Source: an optimization exercise on an open RTL-to-GDS flow (aim: small area and a short achievable clock period). Production flows keep margins and buffers that such runs may drop. RTL that was checked went through simulation tests only; none was proved equivalent to the original. Power and IR drop assume default switching activity.

## the reference run
## mem_responder
module mem_responder #(
   parameter int DATA_W      = 16,
   parameter int ADDR_W      = 8,
   parameter int WAIT_CYCLES = 2,
   parameter int PROT_LIMIT  = 16
) (
   input  logic              clk,
   input  logic              reset,
   input  logic [15:0]       mem_addr,
   input  logic [DATA_W-1:0] mem_data_in,
   input  logic              mem_rd,
   input  logic              mem_wr,
   output logic [DATA_W-1:0] mem_data_out,
   output logic              mem_ready,
   output logic              mem_busy,
   output logic              mem_err
);
Size in the first run: roughly 7300 cells after synthesis, roughly 4400 flip-flops, ~55 I/O pins.
==> module mem_responder, before the edit <==
module mem_responder #(
   parameter int DATA_W      = 16,
   parameter int ADDR_W      = 8,
   parameter int WAIT_CYCLES = 2,
   parameter int PROT_LIMIT  = 16
) (
   input  logic              clk,
   input  logic              reset,
   input  logic [15:0]       mem_addr,
   input  logic [DATA_W-1:0] mem_data_in,
   input  logic              mem_rd,
   input  logic              mem_wr,
   output logic [DATA_W-1:0] mem_data_out,
   output logic              mem_ready,
   output logic              mem_busy,
   output logic              mem_err
);
   localparam int NR = 32;    
   localparam int L  = 8;     
   localparam int NT = 3;     
   localparam int NI = 2;     
   localparam int TSTP = 3;
   localparam int ISTP = 5;
   logic c1_q, c2_q, c3_q, rdy_q, busy_q, erro_q;
   logic accept;
   logic err_q;
   assign accept = ~busy_q & (mem_rd | mem_wr);
   always_ff @(posedge clk or posedge reset) begin
      if (reset) begin
         c1_q   <= 1'b0;
         c2_q   <= 1'b0;
         c3_q   <= 1'b0;
         rdy_q  <= 1'b0;
         busy_q <= 1'b0;
         erro_q <= 1'b0;
      end else begin
         c1_q   <= accept;
         c2_q   <= c1_q;
         c3_q   <= c2_q;
         rdy_q  <= c3_q;
         busy_q <= accept | c1_q | c2_q | c3_q;
         erro_q <= c3_q & err_q;
      end
   end
   assign mem_busy  = busy_q;
   assign mem_ready = rdy_q;
   assign mem_err   = erro_q;
   logic              take;
   logic              oor_in;
   logic [2:0]        t_q;            
   logic [2:0]        tn;
   logic [L-1:0]      tp_q;           
   logic [L-1:0]      wj;
   logic [L-1:0]      pos_t;
   logic [L-1:0]      pos_q, pos_d;   
   logic [NR-1:0]     rsel_q, rsel_d;  
   logic              pw_q, pw_d;     
   logic [DATA_W-1:0] wdata_q;
   assign take   = accept & ~reset;
   assign oor_in = mem_addr[15:8] != 8'd0;
   assign pw_d   = take ? (mem_wr & ~mem_rd & ~oor_in) : pw_q;
   assign tn     = t_q + 3'd2;
   assign wj     = 8'd1 << mem_addr[2:0];
   always_comb begin
      pos_t = '0;
      for (int k = 0; k < L; k++)
         for (int m = 0; m < L; m++)
            pos_t[k] = pos_t[k] | (wj[m] & tp_q[(m - k + L) % L]);
   end
   assign pos_d  = take ? pos_t : {pos_q[0], pos_q[L-1:1]};    
   assign rsel_d = take ? (32'd1 << mem_addr[7:3]) : rsel_q;
   always_ff @(posedge clk) begin
      t_q    <= t_q + 3'd1;
      tp_q   <= 8'd1 << tn;
      pos_q  <= pos_d;
      rsel_q <= rsel_d;
      pw_q   <= pw_d;
      if (take) begin
         err_q   <= (mem_rd & mem_wr) | oor_in;
         wdata_q <= mem_data_in;
      end
   end
   logic [NI-1:0] ins_q [NR];
   logic [NI-1:0] insn_q [NR];    
   logic [NT-1:0] tap_q [NR];
   logic          rd_ok_q, rd_ok_d;
   assign rd_ok_d = take ? ~oor_in : rd_ok_q;
   always_ff @(posedge clk) rd_ok_q <= rd_ok_d;
   for (genvar r = 0; r < NR; r++) begin : g_sel
      for (genvar m = 0; m < NI; m++) begin : g_ins
         always_ff @(posedge clk) ins_q[r][m]  <= pw_d & rsel_d[r] & pos_d[m * ISTP];
         always_ff @(posedge clk) insn_q[r][m] <= ~(pw_d & rsel_d[r] & pos_d[m * ISTP]);
      end
      for (genvar m = 0; m < NT; m++) begin : g_tap
         always_ff @(posedge clk) tap_q[r][m] <= rd_ok_d & rsel_d[r] & pos_d[m * TSTP];
      end
   end
   function automatic int pol(input int s);
      int n;
      n = 0;
      for (int k = s; k < L; k++) begin
         if (((k + 1) % L) % ISTP == 0) n = n + 1;
      end
      pol = n % 2;
   endfunction
   logic [DATA_W-1:0] ring [NR][L];
   for (genvar r = 0; r < NR; r++) begin : g_ring
      for (genvar s = 0; s < L; s++) begin : g_slot
         localparam int NXT = (s + 1) % L;
         if (NXT % ISTP == 0) begin : g_mux
            localparam bit P = pol(s) != 0;
            logic [DATA_W-1:0] d;
            logic [DATA_W-1:0] x;
            assign x = wdata_q ^ {DATA_W{~P}};
            for (genvar b = 0; b < DATA_W; b++) begin : g_bit
               mem_responder_insmux u_mux (
                  .sel  (ins_q[r][NXT / ISTP]),
                  .seln (insn_q[r][NXT / ISTP]),
                  .x    (x[b]),
                  .prev (ring[r][NXT][b]),
                  .d    (d[b])
               );
            end
            always_ff @(posedge clk) ring[r][s] <= d;
         end else begin : g_shift
            always_ff @(posedge clk) ring[r][s] <= ring[r][NXT];
         end
      end
   end
   logic [DATA_W-1:0] rmux;
   logic [DATA_W-1:0] rdata_q;
   always_comb begin
      rmux = '0;
      for (int r = 0; r < NR; r++)
         for (int m = 0; m < NT; m++)
            rmux = rmux | ({DATA_W{tap_q[r][m]}} & (ring[r][m * TSTP] ^ {DATA_W{pol(m * TSTP) != 0}}));
   end
   always_ff @(posedge clk) begin
      rdata_q <= (c1_q ? '0 : rdata_q) | rmux;
   end
   assign mem_data_out = rdata_q;
endmodule
Settings: LEC_CHECK=0, CAP_MARGIN=20, CORE_MARGIN=2, CORE_UTILIZATION=60, CTS_BUF_LIST=sky130_fd_sc_hd__clkbuf_8 sky130_fd_sc_hd__clkbuf_16, CTS_CLUSTER_DIAMETER=70, CTS_CLUSTER_SIZE=30, SETUP_SLACK_MARGIN=1.8, SLEW_MARGIN=20, SYNTH_HIERARCHICAL=1, SYNTH_MINIMUM_KEEP_SIZE=0; clock period 4.0 ns.
run.sh (not shown) runs the stock make flow with config.mk's settings and CLKGATE_MAP_FILE= SYNTH_SCRIPT=/design/flow/synth_recipe.tcl, a recipe that flattens the netlist after the stock synthesis.
#### Input delta (the trial run over the reference run)
diff --git a/flow/design.v b/flow/design.v
--- a/flow/design.v
+++ b/flow/design.v
@@ -78,21 +78,19 @@
       if (take) begin
          err_q   <= (mem_rd & mem_wr) | oor_in;
          wdata_q <= mem_data_in;
       end
    end
    logic [NI-1:0] ins_q [NR];
-   logic [NI-1:0] insn_q [NR];    
    logic [NT-1:0] tap_q [NR];
    logic          rd_ok_q, rd_ok_d;
    assign rd_ok_d = take ? ~oor_in : rd_ok_q;
    always_ff @(posedge clk) rd_ok_q <= rd_ok_d;
    for (genvar r = 0; r < NR; r++) begin : g_sel
       for (genvar m = 0; m < NI; m++) begin : g_ins
-         always_ff @(posedge clk) ins_q[r][m]  <= pw_d & rsel_d[r] & pos_d[m * ISTP];
-         always_ff @(posedge clk) insn_q[r][m] <= ~(pw_d & rsel_d[r] & pos_d[m * ISTP]);
+         always_ff @(posedge clk) ins_q[r][m] <= pw_d & rsel_d[r] & pos_d[m * ISTP];
       end
       for (genvar m = 0; m < NT; m++) begin : g_tap
          always_ff @(posedge clk) tap_q[r][m] <= rd_ok_d & rsel_d[r] & pos_d[m * TSTP];
       end
    end
    function automatic int pol(input int s);
@@ -112,13 +110,13 @@
             logic [DATA_W-1:0] d;
             logic [DATA_W-1:0] x;
             assign x = wdata_q ^ {DATA_W{~P}};
             for (genvar b = 0; b < DATA_W; b++) begin : g_bit
                mem_responder_insmux u_mux (
                   .sel  (ins_q[r][NXT / ISTP]),
-                  .seln (insn_q[r][NXT / ISTP]),
+                  .seln (~ins_q[r][NXT / ISTP]),
                   .x    (x[b]),
                   .prev (ring[r][NXT][b]),
                   .d    (d[b])
                );
             end
             always_ff @(posedge clk) ring[r][s] <= d;
==> comparison <==
- The trial run reports a lower aggregate routed wire length than the reference run does.
- The trial run completed end to end; final checks failed (antenna violations).
- The setup slack of the trial run is smaller than that of the reference run.
- Re flip-flop and latch count after synthesis: the reference run and the trial run aren't equal, and the higher value belongs to the reference run.
- On highest attainable clock frequency, the reference run beats the trial run.
- Taking the reference run as the reference, in the trial run final area lower, sequential share of layout area lower.
- The trial run: sum of internal, switching and leakage power is 0.87 mW lower than what the reference run reported.
- Global-route usage over all layers of the reference run is on par with the trial run.
No functional check of the RTL was part of the trial run.

static timing again, ports no longer ideal:
In the flow no input, the clock included, has a driving cell. The finished layouts below were timed again as built, in two steps. Step 1, drivers: a clkbuf_16 drives clk and a buf_2 each remaining input, both assumed. Step 2 also shifts input and output timing later by t, the mid clock arrival at the registers, as if the neighbouring blocks saw the same clock. a / b / c = ideal / step 1 / step 2; a / b = the first two.
run	shift t [ns]	setup slack, ns	latest minus earliest clock arrival (ns)
the reference run	0.999	1.675 / 1.623 / 0.895	0.044 / 0.043
the trial run	0.998	1.488 / 1.488 / 0.994	0.046 / 0.046
For the reference run, which loses most, drivers alone change the setup slack by -0.052 ns; drivers and shift together by -0.780 ns.
